Context: an optimization exercise on an open-source flow, tuned for small area, a short achievable clock period and few clock cycles. The choices shown serve that exercise and are no tape-out recipe.
Function was checked by simulation only, so behaviour that the tests miss may differ from the original.
No activity file was given, so power comes from the tool's default toggle rates.

Setup of red:
==> flow/design.v <==
package aip_pkg;
	localparam logic [7:0] CH_NUL = 8'h00;
	localparam logic [7:0] CH_ZERO = 8'h30;
	localparam logic [7:0] CH_X = 8'h78;
	localparam logic [7:0] CH_MINUS = 8'h2d;
	localparam logic [4:0] BASE_AUTO = 5'd0;
	localparam logic [4:0] BASE_DEC = 5'd10;
	localparam logic [4:0] BASE_HEX = 5'd16;
endpackage
module aip_core (
	input  logic [63:0] acc,
	input  logic [2:0]  one,
	input  logic [2:0]  two,
	input  logic [1:0]  neg,
	input  logic [3:0]  d,
	output logic [63:0] nxt
);
	logic [63:0] r0, r1, r2;
	logic [64:0] a;
	logic [63:0] x, y;
	assign a = {acc, 1'b0};
	always_comb begin
		for (int j = 0; j < 64; j++) begin
			r0[j] = ~(((one[0] & a[j+1]) | (two[0] & a[j])) ^ neg[0]);
			r1[j] = ~(((one[1] & a[j+1]) | (two[1] & a[j])) ^ neg[1]);
			r2[j] = ~((one[2] & a[j+1]) | (two[2] & a[j]));
		end
	end
	always_comb begin
		x = '1;
		y = '1;
		x[0] = r0[0];
		y[0] = ~d[0];
		x[1] = r0[1];
		y[1] = ~d[1];
		x[2] = r0[2] ^ r1[0] ^ ~d[2];
		y[3] = (r0[2] & r1[0]) | (r0[2] & ~d[2]) | (r1[0] & ~d[2]);
		y[2] = ~neg[1];
		x[3] = r0[3] ^ r1[1] ^ ~d[3];
		y[4] = (r0[3] & r1[1]) | (r0[3] & ~d[3]) | (r1[1] & ~d[3]);
		for (int j = 4; j < 64; j++) begin
			x[j] = r0[j] ^ r1[j-2] ^ r2[j-4];
			if (j < 63)
				y[j+1] = (r0[j] & r1[j-2]) | (r0[j] & r2[j-4]) | (r1[j-2] & r2[j-4]);
		end
	end
	aip_add u_add (
		.x   (x),
		.y   (y),
		.cin (neg[0]),
		.s   (nxt)
	);
endmodule
module aip_add (
	input  logic [63:0] x,
	input  logic [63:0] y,
	input  logic        cin,
	output logic [63:0] s
);
	logic [63:0] p0;
	logic [64:0] g [0:6];
	logic [64:0] p [0:6];
	always_comb begin
		p0 = x ^ y;   
		g[0][0] = cin;
		p[0][0] = 1'b0;
		for (int i = 0; i < 64; i++) begin
			g[0][i+1] = ~(x[i] | y[i]);
			p[0][i+1] = p0[i];
		end
		for (int l = 1; l <= 6; l++) begin
			for (int i = 0; i < 65; i++) begin
				if ((i >> (l-1)) & 1) begin
					g[l][i] = g[l-1][i] | (p[l-1][i] & g[l-1][((i >> (l-1)) << (l-1)) - 1]);
					p[l][i] = p[l-1][i] & p[l-1][((i >> (l-1)) << (l-1)) - 1];
				end else begin
					g[l][i] = g[l-1][i];
					p[l][i] = p[l-1][i];
				end
			end
		end
		for (int i = 0; i < 64; i++)
			s[i] = p0[i] ^ g[6][i];
	end
endmodule
module ascii_integer_parser (
	input  logic                     clk,
	input  logic                     arst_n,
	input  logic                     item_valid,
	output logic                     item_stall,
	input  logic [8:0]               item,
	output logic                     result_valid,
	input  logic                     result_stall,
	output logic [79:0]              result,
	input  logic                     cfg_we,
	input  logic                     cfg_index,
	input  logic [4:0]               cfg_data
);
	logic [4:0]  base_sel_q;
	logic        sgn_q;
	always_ff @(posedge clk or negedge arst_n) begin
		if (!arst_n) begin
			base_sel_q <= aip_pkg::BASE_AUTO;
			sgn_q <= 1'b1;
		end else if (cfg_we) begin
			if (cfg_index) sgn_q <= cfg_data[0];
			else base_sel_q <= cfg_data;
		end
	end
	logic        ph_prefix, ph_zero, ph_auto0, ph_auto0x, ph_digits;
	logic        neg;
	logic [4:0]  base;
	logic        hex;
	logic        op_v;           
	logic        op_ld;          
	logic [2:0]  op_one, op_two;
	logic [1:0]  op_neg;
	logic [3:0]  op_d;
	logic        op_cset;        
	logic [1:0]  op_cval;
	logic        op_cinc;        
	logic        op_emit;
	logic        rv;
	logic        hold;
	logic        take;
	assign hold = op_v && rv && result_stall;
	assign item_stall = hold;
	assign take = item_valid && !hold;
	logic [7:0]  c;
	logic        f;
	assign c = item[8:1];
	assign f = item[0];
	logic        is_dec, is_hl, is_x, is_zero, is_minus, is_nul;
	logic [3:0]  dval;
	assign is_dec = (c[7:4] == 4'h3) && (c[3:0] <= 4'd9);
	assign is_hl = (c[7:6] == 2'b01) && (c[4:3] == 2'b00) && (c[2:0] != 3'd0) && (c[2:0] != 3'd7);
	assign is_x = (c == aip_pkg::CH_X);
	assign is_zero = (c == aip_pkg::CH_ZERO);
	assign is_minus = (c == aip_pkg::CH_MINUS);
	assign is_nul = (c == aip_pkg::CH_NUL);
	assign dval = is_dec ? c[3:0] : (c[3:0] + 4'd9);
	logic        auto_sel;
	logic [4:0]  first_base;
	logic        first_hex;
	assign auto_sel = (base_sel_q == aip_pkg::BASE_AUTO);
	assign first_base = auto_sel ? aip_pkg::BASE_DEC : base_sel_q;
	assign first_hex = (base_sel_q == aip_pkg::BASE_HEX);
	logic [2:0]  b_one, b_two;
	logic [1:0]  b_neg;
	always_comb begin
		b_one[0] = base[0];
		b_two[0] = base[1] & ~base[0];
		b_neg[0] = base[1];
		b_one[1] = base[2] ^ base[1];
		b_two[1] = (base[3] & ~base[2] & ~base[1]) | (~base[3] & base[2] & base[1]);
		b_neg[1] = base[3];
		b_one[2] = base[4] ^ base[3];
		b_two[2] = base[4] & base[3];
	end
	logic        hex_eff, digit;
	logic        n_prefix, n_zero, n_auto0, n_auto0x, n_digits;
	logic        n_neg;
	logic [4:0]  n_base;
	logic        n_hex;
	logic        o_ld;
	logic [2:0]  o_one, o_two;
	logic [1:0]  o_neg;
	logic [3:0]  o_d;
	logic        o_cset;
	logic [1:0]  o_cval;
	logic        o_cinc;
	logic        o_emit;
	always_comb begin
		hex_eff = f ? first_hex : ph_auto0x ? 1'b1 : ph_auto0 ? 1'b0 : hex;
		digit = is_dec || (is_hl && hex_eff);
		n_prefix = ph_prefix;
		n_zero = ph_zero;
		n_auto0 = ph_auto0;
		n_auto0x = ph_auto0x;
		n_digits = ph_digits;
		n_neg = neg;
		n_base = base;
		n_hex = hex;
		o_ld = 1'b0;
		o_one = b_one;
		o_two = b_two;
		o_neg = b_neg;
		o_d = dval;
		o_cset = 1'b0;
		o_cval = 2'd1;
		o_cinc = 1'b0;
		o_emit = 1'b0;
		if (f) begin
			o_ld = 1'b1;
			o_one = 3'd0;
			o_two = 3'd0;
			o_neg = 2'd0;
			o_cset = 1'b1;
			n_prefix = 1'b0;
			n_zero = 1'b0;
			n_auto0 = 1'b0;
			n_auto0x = 1'b0;
			n_digits = 1'b0;
			n_neg = 1'b0;
			n_base = first_base;
			n_hex = first_hex;
			if (auto_sel && is_zero) begin
				o_d = 4'd0;
				n_auto0 = 1'b1;
			end else if (sgn_q && is_minus) begin
				o_d = 4'd0;
				n_neg = 1'b1;
				n_prefix = 1'b1;
			end else if (first_hex && is_zero) begin
				o_d = 4'd0;
				n_zero = 1'b1;
			end else if (digit) begin
				n_digits = 1'b1;
			end else begin
				o_d = 4'd0;
				o_cval = 2'd0;
				o_emit = 1'b1;
			end
		end else if (ph_prefix && hex && is_zero) begin
			o_cinc = 1'b1;
			n_prefix = 1'b0;
			n_zero = 1'b1;
		end else if (ph_zero && is_x) begin
			o_cinc = 1'b1;
			n_zero = 1'b0;
			n_digits = 1'b1;
		end else if (ph_auto0 && is_x) begin
			n_auto0 = 1'b0;
			n_auto0x = 1'b1;
		end else if (ph_auto0x && is_nul) begin
			n_base = aip_pkg::BASE_DEC;
			n_hex = 1'b0;
			n_auto0x = 1'b0;
			o_emit = 1'b1;
		end else if (ph_prefix || ph_zero || ph_auto0 || ph_auto0x || ph_digits) begin
			if (ph_auto0) begin
				n_base = aip_pkg::BASE_DEC;
				n_hex = 1'b0;
			end
			if (ph_auto0x) begin
				n_base = aip_pkg::BASE_HEX;
				n_hex = 1'b1;
				o_cset = 1'b1;
				o_cval = 2'd2;
			end
			n_prefix = 1'b0;
			n_zero = 1'b0;
			n_auto0 = 1'b0;
			n_auto0x = 1'b0;
			if (digit) begin
				o_ld = 1'b1;
				if (ph_auto0x) o_cval = 2'd3;
				else o_cinc = 1'b1;
				n_digits = 1'b1;
			end else begin
				o_ld = neg;
				o_one = 3'b001;
				o_two = 3'd0;
				o_neg = 2'b01;
				o_d = 4'd0;
				o_emit = 1'b1;
				n_digits = 1'b0;
			end
		end
	end
	always_ff @(posedge clk or negedge arst_n) begin
		if (!arst_n) begin
			ph_prefix <= 1'b0;
			ph_zero <= 1'b0;
			ph_auto0 <= 1'b0;
			ph_auto0x <= 1'b0;
			ph_digits <= 1'b0;
		end else if (take) begin
			ph_prefix <= n_prefix;
			ph_zero <= n_zero;
			ph_auto0 <= n_auto0;
			ph_auto0x <= n_auto0x;
			ph_digits <= n_digits;
		end
	end
	always_ff @(posedge clk) begin
		if (take) begin
			neg <= n_neg;
			base <= n_base;
			hex <= n_hex;
		end
	end
	always_ff @(posedge clk or negedge arst_n) begin
		if (!arst_n) begin
			op_v <= 1'b0;
		end else if (!hold) begin
			op_v <= take && (o_ld || o_cset || o_cinc || o_emit);
		end
	end
	always_ff @(posedge clk) begin
		if (!hold) begin
			op_ld <= take && o_ld;
			op_one <= o_one;
			op_two <= o_two;
			op_neg <= o_neg;
			op_d <= o_d;
			op_cset <= take && o_cset;
			op_cval <= o_cval;
			op_cinc <= take && o_cinc;
			op_emit <= take && o_emit;
		end
	end
	logic [63:0] acc;
	logic [63:0] acc_nxt;
	logic [15:0] cnt;
	aip_core u_core (
		.acc (acc),
		.one (op_one),
		.two (op_two),
		.neg (op_neg),
		.d   (op_d),
		.nxt (acc_nxt)
	);
	always_ff @(posedge clk) begin
		if (op_ld && !hold) acc <= acc_nxt;
		if (!hold) begin
			if (op_cset) cnt <= {14'd0, op_cval};
			else if (op_cinc && cnt != 16'hFFFF) cnt <= cnt + 16'd1;
		end
	end
	always_ff @(posedge clk or negedge arst_n) begin
		if (!arst_n) rv <= 1'b0;
		else if (!(rv && result_stall)) rv <= op_v && op_emit;
	end
	assign result_valid = rv;
	assign result = {acc, cnt};
endmodule
Settings: LEC_CHECK=0, CAP_MARGIN=20, CORE_MARGIN=2, CORE_UTILIZATION=55, CTS_BUF_LIST=sky130_fd_sc_hd__clkbuf_8, CTS_CLUSTER_DIAMETER=50, CTS_CLUSTER_SIZE=20, SETUP_SLACK_MARGIN=4.6, SLEW_MARGIN=20; clock period 9.0 ns.
standard.sh (not shown) runs the stock make flow with config.mk's settings and CLKGATE_MAP_FILE= SYNTH_SCRIPT=/design/flow/synth_recipe.tcl, a recipe that flattens the netlist after the stock synthesis.
==> flow/flow/run.sh <==
#!/bin/bash
# The standard layout, with plain buf_1 cells as the port buffers instead of the
# delay buffers buffer_ports picks by default.
set -euo pipefail
bash standard.sh "BUFFER_PORTS_ARGS=-buffer_cell sky130_fd_sc_hd__buf_1" finish > make_finish.log 2>&1
Testbench counts of red, summed over its fixed seeds: cycles 48,268.
diff inputs: red => blue
-- flow/design.v --
<<< red, line 114
	logic        op_v;           
	logic        op_ld;          
	logic [2:0]  op_one, op_two;
	logic [1:0]  op_neg;
	logic [3:0]  op_d;
>>> blue, line 114
	logic        op_v;           
	logic        op_ld;          
	logic [1:0]  op_mode;        
	logic [2:0]  op_one, op_two;   
	logic [1:0]  op_neg;
	logic [3:0]  op_d;
<<< red, line 164
	logic        n_hex;
	logic        o_ld;
	logic [2:0]  o_one, o_two;
	logic [1:0]  o_neg;
>>> blue, line 165
	logic        n_hex;
	logic        o_ld;
	logic [1:0]  o_mode;
	logic [2:0]  o_one, o_two;
	logic [1:0]  o_neg;
<<< red, line 183
		n_hex = hex;
		o_ld = 1'b0;
		o_one = b_one;
		o_two = b_two;
>>> blue, line 185
		n_hex = hex;
		o_ld = 1'b0;
		o_mode = 2'd1;
		o_one = b_one;
		o_two = b_two;
<<< red, line 193
		if (f) begin
			o_ld = 1'b1;
			o_one = 3'd0;
			o_two = 3'd0;
>>> blue, line 196
		if (f) begin
			o_ld = 1'b1;
			o_mode = 2'd0;
			o_one = 3'd0;
			o_two = 3'd0;
<<< red, line 260
			end else begin
				o_ld = neg;
				o_one = 3'b001;
				o_two = 3'd0;
>>> blue, line 264
			end else begin
				o_ld = neg;
				o_mode = 2'd2;
				o_one = 3'b001;
				o_two = 3'd0;
<<< red, line 301
		if (!hold) begin
			op_ld <= take && o_ld;
			op_one <= o_one;
			op_two <= o_two;
			op_neg <= o_neg;
			op_d <= o_d;
			op_cset <= take && o_cset;
>>> blue, line 306
		if (!hold) begin
			op_ld <= take && o_ld;
			op_mode <= o_mode;
			op_d <= o_d;
			op_cset <= take && o_cset;
<<< red, line 309
			op_cinc <= take && o_cinc;
			op_emit <= take && o_emit;
		end
	end
>>> blue, line 312
			op_cinc <= take && o_cinc;
			op_emit <= take && o_emit;
		end
	end
	always_ff @(posedge clk) begin
		if (hold) begin
			op_one <= (op_mode == 2'd1) ? b_one : (op_mode == 2'd2) ? 3'b001 : 3'd0;
			op_two <= (op_mode == 2'd1) ? b_two : 3'd0;
			op_neg <= (op_mode == 2'd1) ? b_neg : (op_mode == 2'd2) ? 2'b01 : 2'd0;
		end else begin
			op_one <= o_one;
			op_two <= o_two;
			op_neg <= o_neg;
		end
	end
blue ended with less post-synthesis cell type count than red. Cell count in blue vs red: up about 1.4%. Looking at area share of fa/ha/maj cells after synthesis, blue sits below red. blue vs red, routed wire length went up by about 2%. Delta (blue minus red): total standard cell area after synthesis increased about 1.3%, critical path depth saw a decrease, number of combinational gates with multiple inputs went up 27, total of plain and repair buffers excluding clock buffers has decreased, actual slew at the worst max-slew pin moved up. Sort blue and red by number of flip-flops and latches asc -> top: red. Relative to red, combinational share of power has gone up in blue. On global-route usage, blue tracks red almost exactly. Per the comparison of blue with red, worst relative slew slack has decreased, number of sinks driven by the clock tree has increased.
Testbench counts of blue, summed over its fixed seeds: cycles 48,268.

==> separate check: timing with driven ports <==
The results above use ideal ports. As a check the final layouts listed here were re-extracted and re-timed, cells and wires unchanged.
Step 1 (the two cells are an assumption about what drives the block):
set clk [get_ports {clk}]
set_driving_cell -lib_cell sky130_fd_sc_hd__clkbuf_16 $clk
set_driving_cell -lib_cell sky130_fd_sc_hd__buf_2 [delete_from_list [all_inputs] $clk]
Step 2 times the ports against the registers' clock, not the clock port: input delays grow and output delays shrink by t, the midpoint of the rising clock arrivals with the driver on.
Slacks: no drivers / after step 1 / after step 2; pairs: no drivers / after step 1.
| run | t, ns | setup slack, ns | hold slack, ns | slew at the worst register clock pin (ns) |
|---|---|---|---|---|
| red | 0.490 | 4.720 / 4.719 / 4.367 | 0.508 / 0.508 / 0.508 | 0.09 / 0.09 |
| blue | 0.491 | 4.774 / 4.753 / 4.429 | 0.481 / 0.481 / 0.481 | 0.10 / 0.10 |
After both steps every run listed still meets setup and hold. The setup slack of red, which loses most, moves by -0.001 ns with the drivers and by -0.353 ns with both steps.
